This is an optimization exercise on Yosys and OpenROAD, whose aim is small area, not a production implementation. The RTL was checked by simulation tests, not by an equivalence proof against the original design.

==> wip/onyx <==
==> flow/design.v <==
package ts_pkg;
    localparam int TS_PKT_LEN  = 188;
    localparam int PID_INDEX_W = 12;
    typedef struct packed {
        logic [3:0] except_idx;
        logic       descram;
        logic [6:0] match_idx;
    } pid_index_t;
    typedef enum logic [2:0] {
        RD_IDLE  = 3'b001,
        RD_PRIME = 3'b010,
        RD_SEND  = 3'b100
    } rd_state_e;
endpackage
module pkt_dpram #(
    parameter int DEPTH  = 188,
    parameter int DATA_W = 8
) (
    input  logic              clk,
    input  logic              shift,
    input  logic [DATA_W-1:0] din,
    output logic [DATA_W-1:0] dout
);
    logic [DEPTH*DATA_W-1:0] sr;
    always_ff @(posedge clk) begin
        if (shift) begin
            sr <= {sr[(DEPTH-1)*DATA_W-1:0], din};
        end
    end
    assign dout = sr[DEPTH*DATA_W-1 -: DATA_W];
endmodule
module filter_pkt_out #(
    parameter int PKT_LEN    = ts_pkg::TS_PKT_LEN,
    parameter int ADDR_W     = 9,
    parameter int DROP_CNT_W = 16
) (
    input  logic                   clk,
    input  logic                   rst,
    input  logic                   ts_valid,
    input  logic [7:0]             ts_data,
    input  logic                   ts_sop,
    input  logic [ADDR_W-1:0]      dram_waddr,
    input  logic                   filter_eop,
    input  logic                   pid_find,
    input  logic [ts_pkg::PID_INDEX_W-1:0] pid_index,
    input  logic                   out_ready,
    output logic                   out_valid,
    output logic [7:0]             out_data,
    output logic                   out_sop,
    output logic                   out_eop,
    output logic [ts_pkg::PID_INDEX_W-1:0] out_index,
    output logic [DROP_CNT_W-1:0]  drop_cnt
);
    localparam int               OFF_W    = ADDR_W - 1;
    localparam logic [OFF_W-1:0] LAST_OFF = OFF_W'(PKT_LEN - 1);
    ts_pkg::rd_state_e              state_q, state_d;
    logic [1:0]             bank_full_q, bank_full_d;
    logic [1:0][ts_pkg::PID_INDEX_W-1:0] idx_q;
    logic                   wr_drop_q, wr_drop_d;
    logic                   older_q;
    logic                   rd_bank_q;
    logic [OFF_W-1:0]       rd_off_q;
    logic [DROP_CNT_W-1:0]  drop_cnt_q, drop_cnt_d;
    logic                   wr_bank;
    logic                   sop_in;
    logic                   wr_en;
    logic                   rd_en;
    logic                   commit;
    logic                   last_beat;
    logic                   sending;
    logic [7:0]             head0, head1;
    assign wr_bank = dram_waddr[ADDR_W-1];
    assign sop_in  = ts_valid & ts_sop;
    assign wr_drop_d = sop_in ? bank_full_q[wr_bank] : wr_drop_q;
    assign wr_en     = ts_valid & ~wr_drop_d;
    assign sending   = (state_q == ts_pkg::RD_SEND);
    assign last_beat = (rd_off_q == LAST_OFF);
    assign rd_en     = sending & out_ready;
    assign commit    = filter_eop & pid_find & ~wr_drop_q;
    pkt_dpram #(.DEPTH(PKT_LEN), .DATA_W(8)) u_bank0 (
        .clk   (clk),
        .shift ((wr_en & ~wr_bank) | (rd_en & ~rd_bank_q)),
        .din   (ts_data),
        .dout  (head0)
    );
    pkt_dpram #(.DEPTH(PKT_LEN), .DATA_W(8)) u_bank1 (
        .clk   (clk),
        .shift ((wr_en & wr_bank) | (rd_en & rd_bank_q)),
        .din   (ts_data),
        .dout  (head1)
    );
    always_comb begin
        bank_full_d = bank_full_q;
        drop_cnt_d  = drop_cnt_q;
        if (rd_en && last_beat) begin
            bank_full_d[rd_bank_q] = 1'b0;
        end
        if (commit) begin
            bank_full_d[wr_bank] = 1'b1;
        end
        if (filter_eop && pid_find && wr_drop_q && drop_cnt_q != '1) begin
            drop_cnt_d = drop_cnt_q + DROP_CNT_W'(1);
        end
    end
    always_comb begin
        state_d = state_q;
        unique case (state_q)
            ts_pkg::RD_IDLE:  if (|bank_full_q) state_d = ts_pkg::RD_PRIME;
            ts_pkg::RD_PRIME: state_d = ts_pkg::RD_SEND;
            ts_pkg::RD_SEND:  if (out_ready && last_beat) state_d = ts_pkg::RD_IDLE;
            default:          state_d = ts_pkg::RD_IDLE;
        endcase
    end
    assign out_valid = sending;
    assign out_sop   = (rd_off_q == '0);
    assign out_eop   = last_beat;
    assign out_data  = rd_bank_q ? head1 : head0;
    assign out_index = idx_q[rd_bank_q];
    assign drop_cnt  = drop_cnt_q;
    always_ff @(posedge clk or posedge rst) begin
        if (rst) begin
            state_q     <= ts_pkg::RD_IDLE;
            bank_full_q <= '0;
            drop_cnt_q  <= '0;
        end else begin
            state_q     <= state_d;
            bank_full_q <= bank_full_d;
            drop_cnt_q  <= drop_cnt_d;
        end
    end
    always_ff @(posedge clk) begin
        wr_drop_q <= wr_drop_d;
        if (commit) begin
            idx_q[wr_bank] <= pid_index;
            if (bank_full_q[~wr_bank]) older_q <= ~wr_bank;
        end
        if (state_q == ts_pkg::RD_IDLE) begin
            rd_bank_q <= (&bank_full_q) ? older_q : bank_full_q[1];
            rd_off_q  <= '0;
        end else if (rd_en && !last_beat) begin
            rd_off_q  <= rd_off_q + OFF_W'(1);
        end
    end
endmodule
==> flow/run.sh <==
#!/bin/bash
# synth_recipe.tcl (not shown) runs the flow's synth.tcl, then flattens the netlist and writes it again
# the make line also repeats each setting of config.mk as NAME=value (left out here)
make -C /OpenROAD-flow-scripts/flow DESIGN_CONFIG=/design/flow/config.mk WORK_HOME=/design/flow/orfs CLKGATE_MAP_FILE= SYNTH_SCRIPT=/design/flow/synth_recipe.tcl finish
==> flow/config.mk <==
export PLATFORM = sky130hd
export DESIGN_NAME = filter_pkt_out
export DESIGN_NICKNAME = filter_pkt_out
export VERILOG_FILES = /design/flow/design.v
export SDC_FILE = /design/flow/constraint.sdc
export NUM_CORES = 4
export LEC_CHECK = 0
export CAP_MARGIN = 20
export CORE_MARGIN = 2
export CORE_UTILIZATION = 50
export CTS_BUF_LIST = sky130_fd_sc_hd__clkbuf_8
export CTS_CLUSTER_SIZE = 30
export SLEW_MARGIN = 20
==> flow/constraint.sdc <==
create_clock -name core_clock -period 8.0 [get_ports {clk}]
set_input_delay 1.6000 -clock core_clock [delete_from_list [all_inputs] [get_ports {clk}]]
set_output_delay 1.6000 -clock core_clock [all_outputs]
set_load 0.01 [all_outputs]
==> inputs of wip/delta, as changes to wip/onyx <==
--- a/flow/design.v
+++ b/flow/design.v
@@ -20,2 +20,3 @@
     input  logic              shift,
+    input  logic              shift_n,
     input  logic [DATA_W-1:0] din,
@@ -24,6 +25,6 @@
     logic [DEPTH*DATA_W-1:0] sr;
+    logic [DEPTH*DATA_W-1:0] sr_in;
+    assign sr_in = {sr[(DEPTH-1)*DATA_W-1:0], din};
     always_ff @(posedge clk) begin
-        if (shift) begin
-            sr <= {sr[(DEPTH-1)*DATA_W-1:0], din};
-        end
+        sr <= ~((sr_in | {(DEPTH*DATA_W){shift_n}}) & (sr | {(DEPTH*DATA_W){shift}}));
     end
@@ -71,2 +72,5 @@
     logic [7:0]             head0, head1;
+    logic                   phase_q;
+    logic                   shift0, shift1;
+    logic [7:0]             din_enc;
     assign wr_bank = dram_waddr[ADDR_W-1];
@@ -79,13 +83,18 @@
     assign commit    = filter_eop & pid_find & ~wr_drop_q;
+    assign shift0  = (wr_en & ~wr_bank) | (rd_en & ~rd_bank_q);
+    assign shift1  = (wr_en & wr_bank) | (rd_en & rd_bank_q);
+    assign din_enc = ts_data ^ {8{phase_q}};
     pkt_dpram #(.DEPTH(PKT_LEN), .DATA_W(8)) u_bank0 (
-        .clk   (clk),
-        .shift ((wr_en & ~wr_bank) | (rd_en & ~rd_bank_q)),
-        .din   (ts_data),
-        .dout  (head0)
+        .clk     (clk),
+        .shift   (shift0),
+        .shift_n (~shift0),
+        .din     (din_enc),
+        .dout    (head0)
     );
     pkt_dpram #(.DEPTH(PKT_LEN), .DATA_W(8)) u_bank1 (
-        .clk   (clk),
-        .shift ((wr_en & wr_bank) | (rd_en & rd_bank_q)),
-        .din   (ts_data),
-        .dout  (head1)
+        .clk     (clk),
+        .shift   (shift1),
+        .shift_n (~shift1),
+        .din     (din_enc),
+        .dout    (head1)
     );
@@ -116,3 +125,3 @@
     assign out_eop   = last_beat;
-    assign out_data  = rd_bank_q ? head1 : head0;
+    assign out_data  = (rd_bank_q ? head1 : head0) ^ {8{phase_q}};
     assign out_index = idx_q[rd_bank_q];
@@ -122,2 +131,3 @@
             state_q     <= ts_pkg::RD_IDLE;
+            phase_q     <= 1'b0;
             bank_full_q <= '0;
@@ -126,2 +136,3 @@
             state_q     <= state_d;
+            phase_q     <= ~phase_q;
             bank_full_q <= bank_full_d;
==> flow/flow/run.sh (new file) <==
#!/bin/bash
# Standard ORFS layout with two changes:
#  - clock tree: no dummy loads, clkbuf_8 leaf buffers driving clusters of up to 20 flip-flops
#  - port buffers: the smallest buffer (buf_1) instead of the resizer's default choice
# The full make output goes to flow_make.log; ORFS's per-step logs stay under orfs/logs.
set -euo pipefail
export CTS_ARGS="-sink_clustering_enable -repair_clock_nets -dont_use_dummy_load -buf_list sky130_fd_sc_hd__clkbuf_8 -sink_clustering_size 20 -sink_clustering_max_diameter 50"
export BUFFER_PORTS_ARGS="-buffer_cell sky130_fd_sc_hd__buf_1"
bash standard.sh > flow_make.log 2>&1
==> flow/standard.sh (new file) <==
#!/bin/bash
# synth_recipe.tcl (not shown) runs the flow's synth.tcl, then flattens the netlist and writes it again
# the make line also repeats each setting of config.mk as NAME=value (left out here)
make -C /OpenROAD-flow-scripts/flow DESIGN_CONFIG=/design/flow/config.mk WORK_HOME=/design/flow/orfs CLKGATE_MAP_FILE= SYNTH_SCRIPT=/design/flow/synth_recipe.tcl "${@:-finish}"
--- a/flow/config.mk
+++ b/flow/config.mk
@@ -9,5 +9,4 @@
 export CORE_MARGIN = 2
-export CORE_UTILIZATION = 50
-export CTS_BUF_LIST = sky130_fd_sc_hd__clkbuf_8
-export CTS_CLUSTER_SIZE = 30
+export CORE_UTILIZATION = 70
 export SLEW_MARGIN = 20
+export SYNTH_HIERARCHICAL = 1
removed: flow/run.sh
==> inputs of wip/nickel, as changes to wip/onyx <==
--- a/flow/design.v
+++ b/flow/design.v
@@ -20,2 +20,3 @@
     input  logic              shift,
+    input  logic              shift_n,
     input  logic [DATA_W-1:0] din,
@@ -24,6 +25,6 @@
     logic [DEPTH*DATA_W-1:0] sr;
+    logic [DEPTH*DATA_W-1:0] sr_in;
+    assign sr_in = {sr[(DEPTH-1)*DATA_W-1:0], din};
     always_ff @(posedge clk) begin
-        if (shift) begin
-            sr <= {sr[(DEPTH-1)*DATA_W-1:0], din};
-        end
+        sr <= ~((sr_in | {(DEPTH*DATA_W){shift_n}}) & (sr | {(DEPTH*DATA_W){shift}}));
     end
@@ -71,2 +72,5 @@
     logic [7:0]             head0, head1;
+    logic                   phase_q;
+    logic                   shift0, shift1;
+    logic [7:0]             din_enc;
     assign wr_bank = dram_waddr[ADDR_W-1];
@@ -79,13 +83,18 @@
     assign commit    = filter_eop & pid_find & ~wr_drop_q;
+    assign shift0  = (wr_en & ~wr_bank) | (rd_en & ~rd_bank_q);
+    assign shift1  = (wr_en & wr_bank) | (rd_en & rd_bank_q);
+    assign din_enc = ts_data ^ {8{phase_q}};
     pkt_dpram #(.DEPTH(PKT_LEN), .DATA_W(8)) u_bank0 (
-        .clk   (clk),
-        .shift ((wr_en & ~wr_bank) | (rd_en & ~rd_bank_q)),
-        .din   (ts_data),
-        .dout  (head0)
+        .clk     (clk),
+        .shift   (shift0),
+        .shift_n (~shift0),
+        .din     (din_enc),
+        .dout    (head0)
     );
     pkt_dpram #(.DEPTH(PKT_LEN), .DATA_W(8)) u_bank1 (
-        .clk   (clk),
-        .shift ((wr_en & wr_bank) | (rd_en & rd_bank_q)),
-        .din   (ts_data),
-        .dout  (head1)
+        .clk     (clk),
+        .shift   (shift1),
+        .shift_n (~shift1),
+        .din     (din_enc),
+        .dout    (head1)
     );
@@ -116,3 +125,3 @@
     assign out_eop   = last_beat;
-    assign out_data  = rd_bank_q ? head1 : head0;
+    assign out_data  = (rd_bank_q ? head1 : head0) ^ {8{phase_q}};
     assign out_index = idx_q[rd_bank_q];
@@ -122,2 +131,3 @@
             state_q     <= ts_pkg::RD_IDLE;
+            phase_q     <= 1'b0;
             bank_full_q <= '0;
@@ -126,2 +136,3 @@
             state_q     <= state_d;
+            phase_q     <= ~phase_q;
             bank_full_q <= bank_full_d;
--- a/flow/config.mk
+++ b/flow/config.mk
@@ -10,4 +10,3 @@
 export CORE_UTILIZATION = 50
-export CTS_BUF_LIST = sky130_fd_sc_hd__clkbuf_8
-export CTS_CLUSTER_SIZE = 30
 export SLEW_MARGIN = 20
+export SYNTH_HIERARCHICAL = 1
==> reports/summary.txt <==
Nets -> 6573
Starting Density -> 70.6%
Clock Path Buffers -> 3
Worst EP arrival -> 2.64 ns
Wl on met1 -> 65.3 mm
Placed cells -> 7970
Wire per inst -> 15.4 um
Tmin final -> 4.24 ns
Main area contributors after synthesis -> dfxtp_1 (70%), o22ai_1 (22%), buf_2 (3.0%)
Count leader, synth -> dfxtp_1
Met2 Track Usage GR -> 30.9%
Main combinational cell family by area after synthesis -> compound AO/OA/AOI/OAI gates
Rows -> 128
Critical path's top delay family -> flip-flops
Status -> no timing/DRC/antenna violations
(the above is from wip/delta)
==> reports/summary.txt <==
Placed cells -> 8667
Nets -> 6706
Status -> no timing/DRC/antenna violations
Wl on met1 -> 64.6 mm
Tmin final -> 4.83 ns
Wire per inst -> 14.0 um
Clock Path Buffers -> 4
Worst EP arrival -> 3.23 ns
Count leader, synth -> dfxtp_1
Main combinational cell family by area after synthesis -> compound AO/OA/AOI/OAI gates
(the above is from wip/nickel)
==> reports/summary.txt <==
Placed cells -> 5795
Worst EP arrival -> 2.82 ns
Critical path's top delay family -> buffers and inverters
Main area contributors after synthesis -> edfxtp_1 (98%), dfrtp_1 (0.54%), mux2_2 (0.25%)
Reg2Reg Depth -> 4
Fill cells -> 13200
Rows -> 158
Starting Density -> 50.2%
Nets -> 3829
Hold Path Sink -> u_bank1.sr[454]
Main combinational cell family by area after synthesis -> simple AND/OR/NAND/NOR gates
Clock Path Buffers -> 4
Mean Syn Cell Area -> 28.9 um^2
Status -> no timing/DRC/antenna violations
Wl on met1 -> 55.7 mm
Count leader, synth -> edfxtp_1
Number of global-route vias before repair -> 32400
Met2 Track Usage GR -> 14.8%
(the above is from wip/onyx)

-- what the ideal ports hide --
How much do the figures lean on ideal ports? The routed layouts below were timed once more, with nothing changed but the port constraints.
Step 1 sets driving cells, clkbuf_16 on the clock port and buf_2 on the other inputs (assumed; they add their load-dependent delay and slew).
Step 2 moves the port delays by t, midway between the first and last clock arrival at a register: inputs arrive t later, outputs are due t later. That takes back most of the time a late clock gives input paths.
Three values: ideal ports, drivers, drivers and shift; two values: the first two.
run	t (ns)	setup WS [ns]	latest minus earliest clock arrival (ns)
wip/onyx	1.081	3.577 / 3.505 / 2.921	0.074 / 0.074
wip/delta	0.951	3.758 / 3.692 / 3.146	0.072 / 0.071
wip/nickel	0.954	3.172 / 3.095 / 2.753	0.054 / 0.054
After both steps every run listed still meets setup and hold. The setup slack of wip/onyx, which loses most, moves by -0.072 ns with the drivers and by -0.656 ns with both steps.
